This design comes from an exercise in tuning for small area, a short achievable clock period and few clock cycles per item on the open sky130 flow, not from production work. In this exercise RTL edits were held to simulation tests only and were not proved equivalent to the original. Power figures rest on the tool's default switching activity, not on a simulated workload.

the reference run:
// baseband_test_wrapper
module baseband_test_wrapper (
    input  logic        clk,
    input  logic        aresetn,
    input  logic [31:0] s_axil_awaddr,
    input  logic [2:0]  s_axil_awprot,
    input  logic        s_axil_awvalid,
    output logic        s_axil_awready,
    input  logic [31:0] s_axil_wdata,
    input  logic [3:0]  s_axil_wstrb,
    input  logic        s_axil_wvalid,
    output logic        s_axil_wready,
    output logic [1:0]  s_axil_bresp,
    output logic        s_axil_bvalid,
    input  logic        s_axil_bready,
    input  logic [31:0] s_axil_araddr,
    input  logic [2:0]  s_axil_arprot,
    input  logic        s_axil_arvalid,
    output logic        s_axil_arready,
    output logic [31:0] s_axil_rdata,
    output logic [1:0]  s_axil_rresp,
    output logic        s_axil_rvalid,
    input  logic        s_axil_rready,
    input  logic [31:0] s_axis_tdata,
    input  logic        s_axis_tvalid,
    output logic        s_axis_tready,
    output logic [31:0] m_axi_awaddr,
    output logic [7:0]  m_axi_awlen,
    output logic [2:0]  m_axi_awsize,
    output logic [1:0]  m_axi_awburst,
    output logic        m_axi_awvalid,
    input  logic        m_axi_awready,
    output logic [31:0] m_axi_wdata,
    output logic [3:0]  m_axi_wstrb,
    output logic        m_axi_wlast,
    output logic        m_axi_wvalid,
    input  logic        m_axi_wready,
    input  logic [1:0]  m_axi_bresp,
    input  logic        m_axi_bvalid,
    output logic        m_axi_bready
);
Settings: LEC_CHECK=0, CAP_MARGIN=20, CORE_MARGIN=2, CORE_UTILIZATION=40, CTS_CLUSTER_DIAMETER=100, CTS_CLUSTER_SIZE=25, SLEW_MARGIN=20; clock period 13.0 ns.
standard.sh (not shown) runs the stock make flow with config.mk's settings and CLKGATE_MAP_FILE= SYNTH_SCRIPT=/design/flow/synth_recipe.tcl, a recipe that flattens the netlist after the stock synthesis.
==> flow/flow/run.sh <==
#!/bin/bash
# The standard layout (standard synthesis unchanged), with two changes to how
# the layout is made: ports get sky130 buf_1 buffers instead of the resizer's
# default pick, and setup repair works towards a tighter target margin. The
# clock period and constraints are the standard flow's own. make's full output (all yosys
# and openroad steps) goes to make.log; ORFS keeps per-step logs in orfs/logs.
set -euo pipefail
bash standard.sh "BUFFER_PORTS_ARGS=-buffer_cell sky130_fd_sc_hd__buf_1" \
    "SETUP_SLACK_MARGIN=9.2" finish > make.log 2>&1
Testbench counts of the reference run, summed over its fixed seeds: cycles 8,104, items 5,657.
Edits applied to the flow inputs when going from the reference run to the trial run:
diff --git a/flow/design.v b/flow/design.v
--- a/flow/design.v
+++ b/flow/design.v
@@ -258,17 +258,19 @@
                 kbit_q <= cbit1 ^ (cbit & kc_q);
                 if (last_step) busy_q <= 1'b0;
             end else if (pnz) begin
                 left_q <= left_q - 66'd1;
                 if (!fire_q) pend_q <= pend_q - 6'd1;
             end
             tready_q <= start ? (al_en_q & ~ovf)
                               : (run_q & dma_en_q & al_en_q & room &
-                                 (busy_q ? ok_bound : ok_exact));
+                                 (busy_q ? ok_bound : ok_exact) &
+                                 ~(wseen_q & (ws_en_q | ws_al_q) &
+                                   ~s_axil_wdata[0]));
             infl_q <= infl_q + {4'd0, fire_q} - {4'd0, m_axi_bvalid};
             awcnt_q   <= awcnt_n;
             awvalid_q <= aw_up | (aw_dn & (awcnt_q != 3'd1)) |
                          (~aw_dn & (awcnt_q != 3'd0));
             if (!wvalid_q || w_pop) begin
                 if (skv_q) begin
                     skv_q <= fire;
                 end else begin
### Flow results
Compared the trial run against the reference run; final core utilization within noise.
Sum of routed wire length over all layers: the trial run lower than the reference run
The trial run vs. the reference run: synthesized instance count fell by 11, share of post-route cells with drive strength above 1 fell by 0.38 points, wire length on met2 fell by about 1.7%.
Diff the reference run -> the trial run: smallest setup slack after layout down 0.019 ns; minimum clock period after layout up 0.019 ns; achievable clock frequency down about 0.5%; register-to-register slack up 0.11 ns.
The reference run -> the trial run: number of cells traversed by the worst register-to-register path delta 0, exact match
For proportion of cell area occupied by multi-input gates, the reference run and the trial run come out practically identical.
Testbench counts of the trial run, summed over its fixed seeds: cycles 8,119, items 5,657.

--- another note on this design; it stands on its own ---

// baseband_test_wrapper
module baseband_test_wrapper (
    input  logic        clk,
    input  logic        aresetn,
    input  logic [31:0] s_axil_awaddr,
    input  logic [2:0]  s_axil_awprot,
    input  logic        s_axil_awvalid,
    output logic        s_axil_awready,
    input  logic [31:0] s_axil_wdata,
    input  logic [3:0]  s_axil_wstrb,
    input  logic        s_axil_wvalid,
    output logic        s_axil_wready,
    output logic [1:0]  s_axil_bresp,
    output logic        s_axil_bvalid,
    input  logic        s_axil_bready,
    input  logic [31:0] s_axil_araddr,
    input  logic [2:0]  s_axil_arprot,
    input  logic        s_axil_arvalid,
    output logic        s_axil_arready,
    output logic [31:0] s_axil_rdata,
    output logic [1:0]  s_axil_rresp,
    output logic        s_axil_rvalid,
    input  logic        s_axil_rready,
    input  logic [31:0] s_axis_tdata,
    input  logic        s_axis_tvalid,
    output logic        s_axis_tready,
    output logic [31:0] m_axi_awaddr,
    output logic [7:0]  m_axi_awlen,
    output logic [2:0]  m_axi_awsize,
    output logic [1:0]  m_axi_awburst,
    output logic        m_axi_awvalid,
    input  logic        m_axi_awready,
    output logic [31:0] m_axi_wdata,
    output logic [3:0]  m_axi_wstrb,
    output logic        m_axi_wlast,
    output logic        m_axi_wvalid,
    input  logic        m_axi_wready,
    input  logic [1:0]  m_axi_bresp,
    input  logic        m_axi_bvalid,
    output logic        m_axi_bready
);
Size: roughly 430 flip-flops, ~280 I/O pins, ~22000 µm² of cells after synthesis.
clock: 13.0 ns
lec_check: 0
cap_margin: 20
core_margin: 2
core_utilization: 60
cts_cluster_diameter: 100
cts_cluster_size: 25
slew_margin: 20
standard.sh (not shown) runs the stock make flow with config.mk's settings and CLKGATE_MAP_FILE= SYNTH_SCRIPT=/design/flow/synth_recipe.tcl, a recipe that flattens the netlist after the stock synthesis.
==> flow/flow/run.sh <==
#!/bin/bash
# The standard layout (standard synthesis unchanged), with two changes to how
# the layout is made: ports get sky130 buf_1 buffers instead of the resizer's
# default pick, and setup repair works towards a tighter target margin. The
# clock period and constraints are the standard flow's own. make's full output (all yosys
# and openroad steps) goes to make.log; ORFS keeps per-step logs in orfs/logs.
set -euo pipefail
bash standard.sh "BUFFER_PORTS_ARGS=-buffer_cell sky130_fd_sc_hd__buf_1" \
    "SETUP_SLACK_MARGIN=9.2" finish > make.log 2>&1
Testbench counts at the start, summed over its fixed seeds: cycles 7,983, items 5,657.
Next try:
- CORE_UTILIZATION: 60 -> 40
Effect: The new run finished with timing, DRC and antenna clean. Sequential power hardly moves. Design area came out higher by 4.1%. Register-to-register slack gets worse by 0.13 ns. Critical path depth went up by 2.

-- static timing again, ports no longer ideal --
How much do the figures lean on ideal ports? The routed layouts below were timed once more, with nothing changed but the port constraints.
Step 1 assumes that a clkbuf_16 drives the clock port and a buf_2 every other input.
Step 2 adds t to the input delays and takes it off the output delays; t is the mean of the earliest and latest rising clock arrival at the registers after step 1. Input paths then give back, and output paths get back, about the clock's delay inside the block.
a / b / c = ideal ports / drivers / drivers and shift; a / b = the first two.
| run | t (ns) | slack for setup (ns) | worst register clock-pin slew, ns | worst slew at a driven data input, ns | cell pins on the clock port's net |
|---|---|---|---|---|---|
| the reference run | 0.631 | 9.224 / 9.162 / 8.721 | 0.11 / 0.11 | 0.10 | 1 |
| the trial run | 0.619 | 9.206 / 9.151 / 8.789 | 0.11 / 0.11 | 0.05 | 1 |
| the first run of note 2 | 0.618 | 9.001 / 9.034 / 8.416 | 0.11 / 0.11 | 0.05 | 1 |
| the second run of note 2 | 0.633 | 8.936 / 8.962 / 8.329 | 0.12 / 0.12 | 0.07 | 1 |
After both steps every run listed still meets setup and hold. The setup slack of the second run of note 2, which loses most, moves by +0.026 ns with the drivers and by -0.607 ns with both steps.
